What follows belongs to an exercise in optimizing a design on an open flow for small area, a short achievable clock period and few clock cycles; a production flow would make more cautious choices. Where RTL was checked, it was by simulation tests only, not by an equivalence proof against the original. No activity file was given, so power comes from the tool's default toggle rates.

==> inputs of run C <==
==> flow/design.v <==
package msp_pkg;
  localparam int DATA_W    = 32;
  localparam int CFG_W     = 5;
  localparam int CFG_IDX_W = 1;
  localparam int COUNT_W   = 10;
  localparam int MAX_DIM   = 8;
  localparam int IDX_W     = 3;
endpackage
module msp_ctrl (
  input  logic                         clk_i,
  input  logic                         rst_ni,
  input  logic                         in_valid_i,
  output logic                         in_ready_o,
  input  logic                         cfg_we_i,
  input  logic [msp_pkg::CFG_IDX_W-1:0] cfg_idx_i,
  input  logic [msp_pkg::CFG_W-1:0]    cfg_data_i,
  input  logic                         last_a_i,
  input  logic                         cnt_valid_d_i,
  output logic                         take_o,
  output logic                         first_row_o,
  output logic                         first_col_o,
  output logic                         last_col_o,
  output logic                         last_o,
  output logic                         one_col_o,
  output logic [msp_pkg::IDX_W-1:0]    col_o,
  output logic [msp_pkg::MAX_DIM-1:0]  col_oh_o
);
  localparam int IW = msp_pkg::IDX_W;
  logic [IW-1:0] rm1_q, cm1_q, rm1_d, cm1_d;    
  logic [IW-1:0] row_q, col_q, row_d, col_d;    
  logic          ready_q;
  logic          last_pos_d;
  logic [msp_pkg::CFG_W-1:0] cfg_m1;
  logic [IW-1:0]             cfg_eff_m1;
  assign cfg_m1 = cfg_data_i - 5'd1;
  always_comb begin
    if (cfg_data_i == 5'd0)      cfg_eff_m1 = 3'd0;
    else if (cfg_data_i > 5'd8)  cfg_eff_m1 = 3'd7;
    else                         cfg_eff_m1 = cfg_m1[IW-1:0];
  end
  assign take_o      = in_valid_i && ready_q;
  assign first_row_o = (row_q == '0);
  assign first_col_o = (col_q == '0);
  assign last_col_o  = (col_q == cm1_q);
  assign last_o      = last_col_o && (row_q == rm1_q);
  assign one_col_o   = (cm1_q == '0);
  assign col_o       = col_q;
  always_comb begin
    col_oh_o = '0;
    col_oh_o[col_q] = 1'b1;
  end
  logic lp_cur, lp_next, lp_cfg, cfg_small, busy, stall_q, stall_d;
  assign lp_cur    = last_o;
  assign cfg_small = (cfg_data_i[4:1] == 4'd0);
  always_comb begin
    if (last_o)          lp_next = (rm1_q == 3'd0) && (cm1_q == 3'd0);
    else if (last_col_o) lp_next = (row_q + 3'd1 == rm1_q) && (cm1_q == 3'd0);
    else                 lp_next = (row_q == rm1_q) && (col_q + 3'd1 == cm1_q);
  end
  assign lp_cfg = cfg_small && ((cfg_idx_i == 1'b0) ? (cm1_q == 3'd0) : (rm1_q == 3'd0));
  always_comb begin
    rm1_d = rm1_q;
    cm1_d = cm1_q;
    row_d = row_q;
    col_d = col_q;
    if (cfg_we_i) begin
      if (cfg_idx_i == 1'b0) rm1_d = cfg_eff_m1;
      else                   cm1_d = cfg_eff_m1;
      row_d = '0;
      col_d = '0;
    end else if (take_o) begin
      if (last_col_o) begin
        col_d = '0;
        row_d = (row_q == rm1_q) ? '0 : row_q + 3'd1;
      end else begin
        col_d = col_q + 3'd1;
      end
    end
    last_pos_d = cfg_we_i ? lp_cfg : (take_o ? lp_next : lp_cur);
    busy    = cnt_valid_d_i || (take_o && last_o) || last_a_i;
    stall_d = last_pos_d && busy;
  end
  always_ff @(posedge clk_i or negedge rst_ni) begin
    if (!rst_ni) begin
      rm1_q   <= 3'd3;
      cm1_q   <= 3'd3;
      row_q   <= '0;
      col_q   <= '0;
      stall_q <= 1'b0;
    end else begin
      rm1_q   <= rm1_d;
      cm1_q   <= cm1_d;
      row_q   <= row_d;
      col_q   <= col_d;
      stall_q <= stall_d;
    end
  end
  assign ready_q    = !stall_q;
  assign in_ready_o = ready_q;
endmodule
module msp_cmp #(
  parameter int W = 32
) (
  input  logic [W-1:0] a_i,
  input  logic [W-1:0] b_i,
  output logic         gt_o,
  output logic         eq_o
);
  logic [W-1:0] g, e;
  always_comb begin
    g = a_i & ~b_i;
    e = ~(a_i ^ b_i);
    g[W-1] = ~a_i[W-1] & b_i[W-1];
    for (int n = W / 2; n >= 1; n = n / 2) begin
      for (int k = 0; k < n; k++) begin
        g[k] = g[2*k+1] | (e[2*k+1] & g[2*k]);
        e[k] = e[2*k+1] & e[2*k];
      end
    end
  end
  assign gt_o = g[0];
  assign eq_o = e[0];
endmodule
module msp_datapath (
  input  logic                               clk_i,
  input  logic                               rst_ni,
  input  logic [msp_pkg::DATA_W-1:0]         elem_value_i,
  input  logic                               take_i,
  input  logic                               first_row_i,
  input  logic                               first_col_i,
  input  logic                               last_col_i,
  input  logic                               last_i,
  input  logic                               one_col_i,
  input  logic [msp_pkg::IDX_W-1:0]          col_i,
  input  logic [msp_pkg::MAX_DIM-1:0]        col_oh_i,
  input  logic                               cnt_ready_i,
  output logic                               cnt_valid_o,
  output logic                               cnt_valid_d_o,
  output logic                               last_a_o,
  output logic [msp_pkg::COUNT_W-1:0]        count_o
);
  localparam int DW = msp_pkg::DATA_W;
  localparam int N  = msp_pkg::MAX_DIM;
  localparam int IW = msp_pkg::IDX_W;
  logic          va_q;
  logic [DW-1:0] xa_q;
  logic          a_first_row_q, a_first_col_q, a_last_col_q, a_last_q, a_one_col_q;
  logic [IW-1:0] a_col_q;
  always_ff @(posedge clk_i or negedge rst_ni) begin
    if (!rst_ni) va_q <= 1'b0;
    else         va_q <= take_i;
  end
  always_ff @(posedge clk_i) begin
    xa_q          <= elem_value_i;
    a_first_row_q <= first_row_i;
    a_first_col_q <= first_col_i;
    a_last_col_q  <= last_col_i;
    a_last_q      <= last_i;
    a_one_col_q   <= one_col_i;
    a_col_q       <= col_i;
  end
  logic [DW-1:0] cmin_q [N];
  logic [DW-1:0] cmax_q [N];
  logic [N-1:0]  ka_q, kb_q;           
  logic [DW-1:0] rmax_q, rmin_q;       
  logic [IW-1:0] jmax_q, jmin_q;       
  logic          umax_q, umin_q;       
  logic          nmax_q, nmin_q;       
  logic          vb_q;
  logic [DW-1:0] xb_q;
  logic          b_first_row_q, b_first_col_q, b_last_col_q, b_last_q;
  logic [IW-1:0] b_col_q;
  logic          b_gt_rmax_q, b_eq_rmax_q, b_lt_rmin_q, b_eq_rmin_q;
  logic          b_lt_cmin_q, b_eq_cmin_q, b_gt_cmax_q, b_eq_cmax_q;
  logic [DW-1:0] cmin_rd, cmax_rd, cmin_pf, cmax_pf;
  logic          fwd_min, fwd_max;
  logic          new_cmin, new_cmax;
  assign fwd_min = vb_q && new_cmin && col_oh_i[b_col_q];
  assign fwd_max = vb_q && new_cmax && col_oh_i[b_col_q];
  always_comb begin
    cmin_pf = '0;
    cmax_pf = '0;
    for (int j = 0; j < N; j++) begin
      cmin_pf |= cmin_q[j] & {DW{col_oh_i[j] && !fwd_min}};
      cmax_pf |= cmax_q[j] & {DW{col_oh_i[j] && !fwd_max}};
    end
    cmin_pf |= xb_q & {DW{fwd_min}};
    cmax_pf |= xb_q & {DW{fwd_max}};
  end
  always_ff @(posedge clk_i) begin
    cmin_rd <= cmin_pf;
    cmax_rd <= cmax_pf;
  end
  logic gt_ab, eq_ab, lt_ab;
  logic gt_rmax, eq_rmax, lt_rmin, eq_rmin;
  logic lt_cmin, eq_cmin, gt_cmax, eq_cmax;
  msp_cmp #(.W(DW)) u_cmp_ab   (.a_i(xa_q),    .b_i(xb_q),    .gt_o(gt_ab),   .eq_o(eq_ab));
  msp_cmp #(.W(DW)) u_cmp_rmax (.a_i(xa_q),    .b_i(rmax_q),  .gt_o(gt_rmax), .eq_o(eq_rmax));
  msp_cmp #(.W(DW)) u_cmp_rmin (.a_i(rmin_q),  .b_i(xa_q),    .gt_o(lt_rmin), .eq_o(eq_rmin));
  msp_cmp #(.W(DW)) u_cmp_cmin (.a_i(cmin_rd), .b_i(xa_q),    .gt_o(lt_cmin), .eq_o(eq_cmin));
  msp_cmp #(.W(DW)) u_cmp_cmax (.a_i(xa_q),    .b_i(cmax_rd), .gt_o(gt_cmax), .eq_o(eq_cmax));
  assign lt_ab = !gt_ab && !eq_ab;
  logic same_row, same_col;
  logic max_from_b, min_from_b, cmin_from_b, cmax_from_b;
  assign same_row    = vb_q && !a_first_col_q;
  assign same_col    = vb_q && a_one_col_q && !a_first_row_q;
  assign max_from_b  = same_row && (b_first_col_q || b_gt_rmax_q);
  assign min_from_b  = same_row && (b_first_col_q || b_lt_rmin_q);
  assign cmin_from_b = same_col && (b_first_row_q || b_lt_cmin_q);
  assign cmax_from_b = same_col && (b_first_row_q || b_gt_cmax_q);
  always_ff @(posedge clk_i or negedge rst_ni) begin
    if (!rst_ni) vb_q <= 1'b0;
    else         vb_q <= va_q;
  end
  always_ff @(posedge clk_i) begin
    xb_q          <= xa_q;
    b_first_row_q <= a_first_row_q;
    b_first_col_q <= a_first_col_q;
    b_last_col_q  <= a_last_col_q;
    b_last_q      <= a_last_q;
    b_col_q       <= a_col_q;
    b_gt_rmax_q   <= max_from_b  ? gt_ab : gt_rmax;
    b_eq_rmax_q   <= max_from_b  ? eq_ab : eq_rmax;
    b_lt_rmin_q   <= min_from_b  ? lt_ab : lt_rmin;
    b_eq_rmin_q   <= min_from_b  ? eq_ab : eq_rmin;
    b_lt_cmin_q   <= cmin_from_b ? lt_ab : lt_cmin;
    b_eq_cmin_q   <= cmin_from_b ? eq_ab : eq_cmin;
    b_gt_cmax_q   <= cmax_from_b ? gt_ab : gt_cmax;
    b_eq_cmax_q   <= cmax_from_b ? eq_ab : eq_cmax;
  end
  logic          new_rmax, new_rmin;
  logic          umax_f, umin_f, nmax_f, nmin_f;
  logic [IW-1:0] jmax_f, jmin_f;
  logic [N-1:0]  ka_d, kb_d;
  logic          cnt_a, cnt_b;
  assign new_rmax = b_first_col_q || b_gt_rmax_q;
  assign new_rmin = b_first_col_q || b_lt_rmin_q;
  assign new_cmin = b_first_row_q || b_lt_cmin_q;
  assign new_cmax = b_first_row_q || b_gt_cmax_q;
  assign umax_f = new_rmax ? 1'b1     : (b_eq_rmax_q ? 1'b0 : umax_q);
  assign umin_f = new_rmin ? 1'b1     : (b_eq_rmin_q ? 1'b0 : umin_q);
  assign jmax_f = new_rmax ? b_col_q  : jmax_q;
  assign jmin_f = new_rmin ? b_col_q  : jmin_q;
  assign nmax_f = new_rmax ? new_cmin : nmax_q;
  assign nmin_f = new_rmin ? new_cmax : nmin_q;
  always_comb begin
    ka_d = ka_q;
    kb_d = kb_q;
    if (vb_q) begin
      if (b_first_row_q && b_first_col_q) begin
        ka_d = '0;
        kb_d = '0;
      end
      if (new_cmin || b_eq_cmin_q) ka_d[b_col_q] = 1'b0;
      if (new_cmax || b_eq_cmax_q) kb_d[b_col_q] = 1'b0;
      if (b_last_col_q) begin
        if (umax_f && nmax_f) ka_d[jmax_f] = 1'b1;
        if (umin_f && nmin_f) kb_d[jmin_f] = 1'b1;
      end
    end
  end
  assign cnt_a = |ka_d;
  assign cnt_b = |kb_d;
  always_ff @(posedge clk_i) begin
    if (vb_q) begin
      if (new_rmax) begin
        rmax_q <= xb_q;
        jmax_q <= b_col_q;
      end
      if (new_rmin) begin
        rmin_q <= xb_q;
        jmin_q <= b_col_q;
      end
      umax_q <= umax_f;
      umin_q <= umin_f;
      nmax_q <= nmax_f;
      nmin_q <= nmin_f;
      for (int j = 0; j < N; j++) begin
        if (b_col_q == IW'(j)) begin
          if (new_cmin) cmin_q[j] <= xb_q;
          if (new_cmax) cmax_q[j] <= xb_q;
        end
      end
    end
    ka_q <= ka_d;
    kb_q <= kb_d;
  end
  logic       cv_q, cv_d;
  logic [1:0] cnt_q;
  assign cv_d = (vb_q && b_last_q) || (cv_q && !cnt_ready_i);
  always_ff @(posedge clk_i or negedge rst_ni) begin
    if (!rst_ni) cv_q <= 1'b0;
    else         cv_q <= cv_d;
  end
  always_ff @(posedge clk_i) begin
    if (vb_q && b_last_q) cnt_q <= {cnt_a && cnt_b, cnt_a ^ cnt_b};
  end
  assign cnt_valid_o   = cv_q;
  assign cnt_valid_d_o = cv_d;
  assign last_a_o      = va_q && a_last_q;
  assign count_o       = {{(msp_pkg::COUNT_W - 2){1'b0}}, cnt_q};
endmodule
module matrix_saddle_point_count #(
  parameter int MAX_ROWS = 8,
  parameter int MAX_COLS = 8
) (
  input  logic                              clk_i,
  input  logic                              rst_ni,
  input  logic                              elem_valid_i,
  output logic                              elem_ready_o,
  input  logic signed [msp_pkg::DATA_W-1:0] elem_value_i,
  output logic                              count_valid_o,
  input  logic                              count_ready_i,
  output logic [msp_pkg::COUNT_W-1:0]       count_o,
  input  logic                              cfg_we_i,
  input  logic [msp_pkg::CFG_IDX_W-1:0]     cfg_idx_i,
  input  logic [msp_pkg::CFG_W-1:0]         cfg_data_i
);
  logic                       take, first_row, first_col, last_col, last, one_col;
  logic [msp_pkg::MAX_DIM-1:0] col_oh;
  logic [msp_pkg::IDX_W-1:0]   col;
  logic                       last_a, cnt_valid_d;
  msp_ctrl u_ctrl (
    .clk_i         (clk_i),
    .rst_ni        (rst_ni),
    .in_valid_i    (elem_valid_i),
    .in_ready_o    (elem_ready_o),
    .cfg_we_i      (cfg_we_i),
    .cfg_idx_i     (cfg_idx_i),
    .cfg_data_i    (cfg_data_i),
    .last_a_i      (last_a),
    .cnt_valid_d_i (cnt_valid_d),
    .take_o        (take),
    .first_row_o   (first_row),
    .first_col_o   (first_col),
    .last_col_o    (last_col),
    .last_o        (last),
    .one_col_o     (one_col),
    .col_o         (col),
    .col_oh_o      (col_oh)
  );
  msp_datapath u_datapath (
    .clk_i         (clk_i),
    .rst_ni        (rst_ni),
    .elem_value_i  (elem_value_i),
    .take_i        (take),
    .first_row_i   (first_row),
    .first_col_i   (first_col),
    .last_col_i    (last_col),
    .last_i        (last),
    .one_col_i     (one_col),
    .col_i         (col),
    .col_oh_i      (col_oh),
    .cnt_ready_i   (count_ready_i),
    .cnt_valid_o   (count_valid_o),
    .cnt_valid_d_o (cnt_valid_d),
    .last_a_o      (last_a),
    .count_o       (count_o)
  );
endmodule
==> flow/run.sh <==
#!/bin/bash
# synth_recipe.tcl (not shown) runs the flow's synth.tcl, then flattens the netlist and writes it again
# the make line also repeats each setting of config.mk as NAME=value (left out here)
make -C /OpenROAD-flow-scripts/flow DESIGN_CONFIG=/design/flow/config.mk WORK_HOME=/design/flow/orfs CLKGATE_MAP_FILE= SYNTH_SCRIPT=/design/flow/synth_recipe.tcl finish
==> flow/config.mk <==
export PLATFORM = sky130hd
export DESIGN_NAME = matrix_saddle_point_count
export DESIGN_NICKNAME = matrix_saddle_point_count
export VERILOG_FILES = /design/flow/design.v
export SDC_FILE = /design/flow/constraint.sdc
export NUM_CORES = 4
export LEC_CHECK = 0
export CAP_MARGIN = 20
export CORE_MARGIN = 2
export CORE_UTILIZATION = 35
export PLACE_DENSITY = 0.5
export SETUP_SLACK_MARGIN = 5
export SLEW_MARGIN = 20
export SYNTH_MEMORY_MAX_BITS = 16384
==> flow/constraint.sdc <==
create_clock -name core_clock -period 8.0 [get_ports {clk_i}]
set_input_delay 1.6000 -clock core_clock [delete_from_list [all_inputs] [get_ports {clk_i}]]
set_output_delay 1.6000 -clock core_clock [all_outputs]
set_load 0.01 [all_outputs]
==> run E: changes against run C <==
--- a/flow/design.v
+++ b/flow/design.v
@@ -17,2 +17,3 @@
   input  logic                         last_a_i,
+  input  logic                         last_b_i,
   input  logic                         cnt_valid_d_i,
@@ -24,3 +25,2 @@
   output logic                         one_col_o,
-  output logic [msp_pkg::IDX_W-1:0]    col_o,
   output logic [msp_pkg::MAX_DIM-1:0]  col_oh_o
@@ -30,3 +30,3 @@
   logic [IW-1:0] row_q, col_q, row_d, col_d;    
-  logic          ready_q;
+  logic          ready_q, ready_d;
   logic          last_pos_d;
@@ -46,3 +46,2 @@
   assign one_col_o   = (cm1_q == '0);
-  assign col_o       = col_q;
   always_comb begin
@@ -51,11 +50,2 @@
   end
-  logic lp_cur, lp_next, lp_cfg, cfg_small, busy, stall_q, stall_d;
-  assign lp_cur    = last_o;
-  assign cfg_small = (cfg_data_i[4:1] == 4'd0);
-  always_comb begin
-    if (last_o)          lp_next = (rm1_q == 3'd0) && (cm1_q == 3'd0);
-    else if (last_col_o) lp_next = (row_q + 3'd1 == rm1_q) && (cm1_q == 3'd0);
-    else                 lp_next = (row_q == rm1_q) && (col_q + 3'd1 == cm1_q);
-  end
-  assign lp_cfg = cfg_small && ((cfg_idx_i == 1'b0) ? (cm1_q == 3'd0) : (rm1_q == 3'd0));
   always_comb begin
@@ -78,5 +68,4 @@
     end
-    last_pos_d = cfg_we_i ? lp_cfg : (take_o ? lp_next : lp_cur);
-    busy    = cnt_valid_d_i || (take_o && last_o) || last_a_i;
-    stall_d = last_pos_d && busy;
+    last_pos_d = (row_d == rm1_d) && (col_d == cm1_d);
+    ready_d = !(last_pos_d && (cnt_valid_d_i || (take_o && last_o) || last_a_i || last_b_i));
   end
@@ -88,3 +77,3 @@
       col_q   <= '0;
-      stall_q <= 1'b0;
+      ready_q <= 1'b1;
     end else begin
@@ -94,31 +83,7 @@
       col_q   <= col_d;
-      stall_q <= stall_d;
+      ready_q <= ready_d;
     end
   end
-  assign ready_q    = !stall_q;
   assign in_ready_o = ready_q;
 endmodule
-module msp_cmp #(
-  parameter int W = 32
-) (
-  input  logic [W-1:0] a_i,
-  input  logic [W-1:0] b_i,
-  output logic         gt_o,
-  output logic         eq_o
-);
-  logic [W-1:0] g, e;
-  always_comb begin
-    g = a_i & ~b_i;
-    e = ~(a_i ^ b_i);
-    g[W-1] = ~a_i[W-1] & b_i[W-1];
-    for (int n = W / 2; n >= 1; n = n / 2) begin
-      for (int k = 0; k < n; k++) begin
-        g[k] = g[2*k+1] | (e[2*k+1] & g[2*k]);
-        e[k] = e[2*k+1] & e[2*k];
-      end
-    end
-  end
-  assign gt_o = g[0];
-  assign eq_o = e[0];
-endmodule
 module msp_datapath (
@@ -133,3 +98,2 @@
   input  logic                               one_col_i,
-  input  logic [msp_pkg::IDX_W-1:0]          col_i,
   input  logic [msp_pkg::MAX_DIM-1:0]        col_oh_i,
@@ -139,2 +103,3 @@
   output logic                               last_a_o,
+  output logic                               last_b_o,
   output logic [msp_pkg::COUNT_W-1:0]        count_o
@@ -147,3 +112,3 @@
   logic          a_first_row_q, a_first_col_q, a_last_col_q, a_last_q, a_one_col_q;
-  logic [IW-1:0] a_col_q;
+  logic [N-1:0]  a_col_q;
   always_ff @(posedge clk_i or negedge rst_ni) begin
@@ -159,3 +124,3 @@
     a_one_col_q   <= one_col_i;
-    a_col_q       <= col_i;
+    a_col_q       <= col_oh_i;
   end
@@ -174,21 +139,18 @@
   logic          b_lt_cmin_q, b_eq_cmin_q, b_gt_cmax_q, b_eq_cmax_q;
-  logic [DW-1:0] cmin_rd, cmax_rd, cmin_pf, cmax_pf;
-  logic          fwd_min, fwd_max;
-  logic          new_cmin, new_cmax;
-  assign fwd_min = vb_q && new_cmin && col_oh_i[b_col_q];
-  assign fwd_max = vb_q && new_cmax && col_oh_i[b_col_q];
+  logic [DW-1:0] cmin_rd, cmax_rd;
   always_comb begin
-    cmin_pf = '0;
-    cmax_pf = '0;
+    cmin_rd = '0;
+    cmax_rd = '0;
     for (int j = 0; j < N; j++) begin
-      cmin_pf |= cmin_q[j] & {DW{col_oh_i[j] && !fwd_min}};
-      cmax_pf |= cmax_q[j] & {DW{col_oh_i[j] && !fwd_max}};
+      cmin_rd |= cmin_q[j] & {DW{a_col_q[j]}};
+      cmax_rd |= cmax_q[j] & {DW{a_col_q[j]}};
     end
-    cmin_pf |= xb_q & {DW{fwd_min}};
-    cmax_pf |= xb_q & {DW{fwd_max}};
-  end
-  always_ff @(posedge clk_i) begin
-    cmin_rd <= cmin_pf;
-    cmax_rd <= cmax_pf;
   end
+  logic [DW-1:0] oa, ob, ormax, ormin, ocmin, ocmax;
+  assign oa    = xa_q    ^ {1'b1, {(DW-1){1'b0}}};
+  assign ob    = xb_q    ^ {1'b1, {(DW-1){1'b0}}};
+  assign ormax = rmax_q  ^ {1'b1, {(DW-1){1'b0}}};
+  assign ormin = rmin_q  ^ {1'b1, {(DW-1){1'b0}}};
+  assign ocmin = cmin_rd ^ {1'b1, {(DW-1){1'b0}}};
+  assign ocmax = cmax_rd ^ {1'b1, {(DW-1){1'b0}}};
   logic gt_ab, eq_ab, lt_ab;
@@ -196,8 +158,13 @@
   logic lt_cmin, eq_cmin, gt_cmax, eq_cmax;
-  msp_cmp #(.W(DW)) u_cmp_ab   (.a_i(xa_q),    .b_i(xb_q),    .gt_o(gt_ab),   .eq_o(eq_ab));
-  msp_cmp #(.W(DW)) u_cmp_rmax (.a_i(xa_q),    .b_i(rmax_q),  .gt_o(gt_rmax), .eq_o(eq_rmax));
-  msp_cmp #(.W(DW)) u_cmp_rmin (.a_i(rmin_q),  .b_i(xa_q),    .gt_o(lt_rmin), .eq_o(eq_rmin));
-  msp_cmp #(.W(DW)) u_cmp_cmin (.a_i(cmin_rd), .b_i(xa_q),    .gt_o(lt_cmin), .eq_o(eq_cmin));
-  msp_cmp #(.W(DW)) u_cmp_cmax (.a_i(xa_q),    .b_i(cmax_rd), .gt_o(gt_cmax), .eq_o(eq_cmax));
-  assign lt_ab = !gt_ab && !eq_ab;
+  assign gt_ab   = oa > ob;
+  assign eq_ab   = (xa_q == xb_q);
+  assign lt_ab   = !gt_ab && !eq_ab;
+  assign gt_rmax = oa > ormax;
+  assign eq_rmax = (xa_q == rmax_q);
+  assign lt_rmin = oa < ormin;
+  assign eq_rmin = (xa_q == rmin_q);
+  assign lt_cmin = oa < ocmin;
+  assign eq_cmin = (xa_q == cmin_rd);
+  assign gt_cmax = oa > ocmax;
+  assign eq_cmax = (xa_q == cmax_rd);
   logic same_row, same_col;
@@ -220,3 +187,6 @@
     b_last_q      <= a_last_q;
-    b_col_q       <= a_col_q;
+    b_col_q       <= '0;
+    for (int j = 0; j < N; j++) begin
+      if (a_col_q[j]) b_col_q <= IW'(j);
+    end
     b_gt_rmax_q   <= max_from_b  ? gt_ab : gt_rmax;
@@ -230,3 +200,3 @@
   end
-  logic          new_rmax, new_rmin;
+  logic          new_rmax, new_rmin, new_cmin, new_cmax;
   logic          umax_f, umin_f, nmax_f, nmin_f;
@@ -300,2 +270,3 @@
   assign last_a_o      = va_q && a_last_q;
+  assign last_b_o      = vb_q && b_last_q;
   assign count_o       = {{(msp_pkg::COUNT_W - 2){1'b0}}, cnt_q};
@@ -320,4 +291,3 @@
   logic [msp_pkg::MAX_DIM-1:0] col_oh;
-  logic [msp_pkg::IDX_W-1:0]   col;
-  logic                       last_a, cnt_valid_d;
+  logic                       last_a, last_b, cnt_valid_d;
   msp_ctrl u_ctrl (
@@ -331,2 +301,3 @@
     .last_a_i      (last_a),
+    .last_b_i      (last_b),
     .cnt_valid_d_i (cnt_valid_d),
@@ -338,3 +309,2 @@
     .one_col_o     (one_col),
-    .col_o         (col),
     .col_oh_o      (col_oh)
@@ -351,3 +321,2 @@
     .one_col_i     (one_col),
-    .col_i         (col),
     .col_oh_i      (col_oh),
@@ -357,2 +326,3 @@
     .last_a_o      (last_a),
+    .last_b_o      (last_b),
     .count_o       (count_o)
Settings changed: CORE_UTILIZATION 35 to 60, PLACE_DENSITY 0.5 to 0.7.
==> comparison table <==
item	run C	run E
Status	no timing/DRC/antenna violations	no timing/DRC/antenna violations
Clock power frac	39.9%	39.2%
Relative slew slack	26.85%	27.11%
Fraction of area in registers	59.57%	60.73%
Post-layout instance count excluding filler cells	3428	2722
Initial antenna violation count	2	1
Leak Pwr	13.49 nW	11.79 nW
Area after DPL	32730 um2	30210 um2
Crit-path max FO	5	21
Critical path data required time	8.38 ns	8.46 ns
Critical-path cell with the highest stage delay	or4_4	dfxtp_4
Peak VDD IR	0.0001636 V	0.0001598 V
Final hold slack	0.3245 ns	0.3336 ns
Met2 Use GR	30.98%	50.60%
Areal power density over the cells	263.0 nW/um2	272.2 nW/um2
Worst hold start	u_datapath.a_col_q[2]	u_datapath.a_last_col_q
CP Capture Point	u_datapath.cnt_q[0]	u_datapath.b_gt_cmax_q
Avg WL per Cell	25.64 um	28.67 um
Sequential cell area	21480 um2	20290 um2
Repair and plain buffers	100	104
Portion of total power attributed to combinational logic	10.7%	12.3%
Seq/Total Area, Yosys	69.46%	69.95%
Xor/xnor share of the synthesized area	0.3410%	0.4760%
Die Span Y	300.7 um	223.5 um
Area share of the largest cell type after synthesis	57.30%	61.07%
Async S/R FF share, synth	2.075%	2.247%
Detailed route wirelength on metal2	41.47 mm	37.40 mm
Testbench counts of run E, summed over its fixed seeds: cycles 3,948.
Only the layout flow was run in run C; the RTL was not checked for function there.

==> port drivers added, routing unchanged <==
In the flow no input, the clock included, has a driving cell. The finished layouts below were timed again as built, in two steps. Step 1, drivers: a clkbuf_16 drives clk_i and a buf_2 each remaining input, both assumed. Step 2 moves the port delays by t, midway between the first and last clock arrival at a register: inputs arrive t later, outputs are due t later. That takes back most of the time a late clock gives input paths. Three values: no drivers, after step 1, after step 2; two values: the first two.
run	t (ns)	slack for setup (ns)	clock arrival spread, ns
run C	0.684	4.927 / 4.927 / 4.515	0.027 / 0.027
run E	0.667	4.951 / 4.951 / 4.504	0.026 / 0.027
After both steps setup and hold are still met in every run listed. For run E, which loses most, drivers alone change the setup slack by 0.000 ns; drivers and shift together by -0.447 ns.
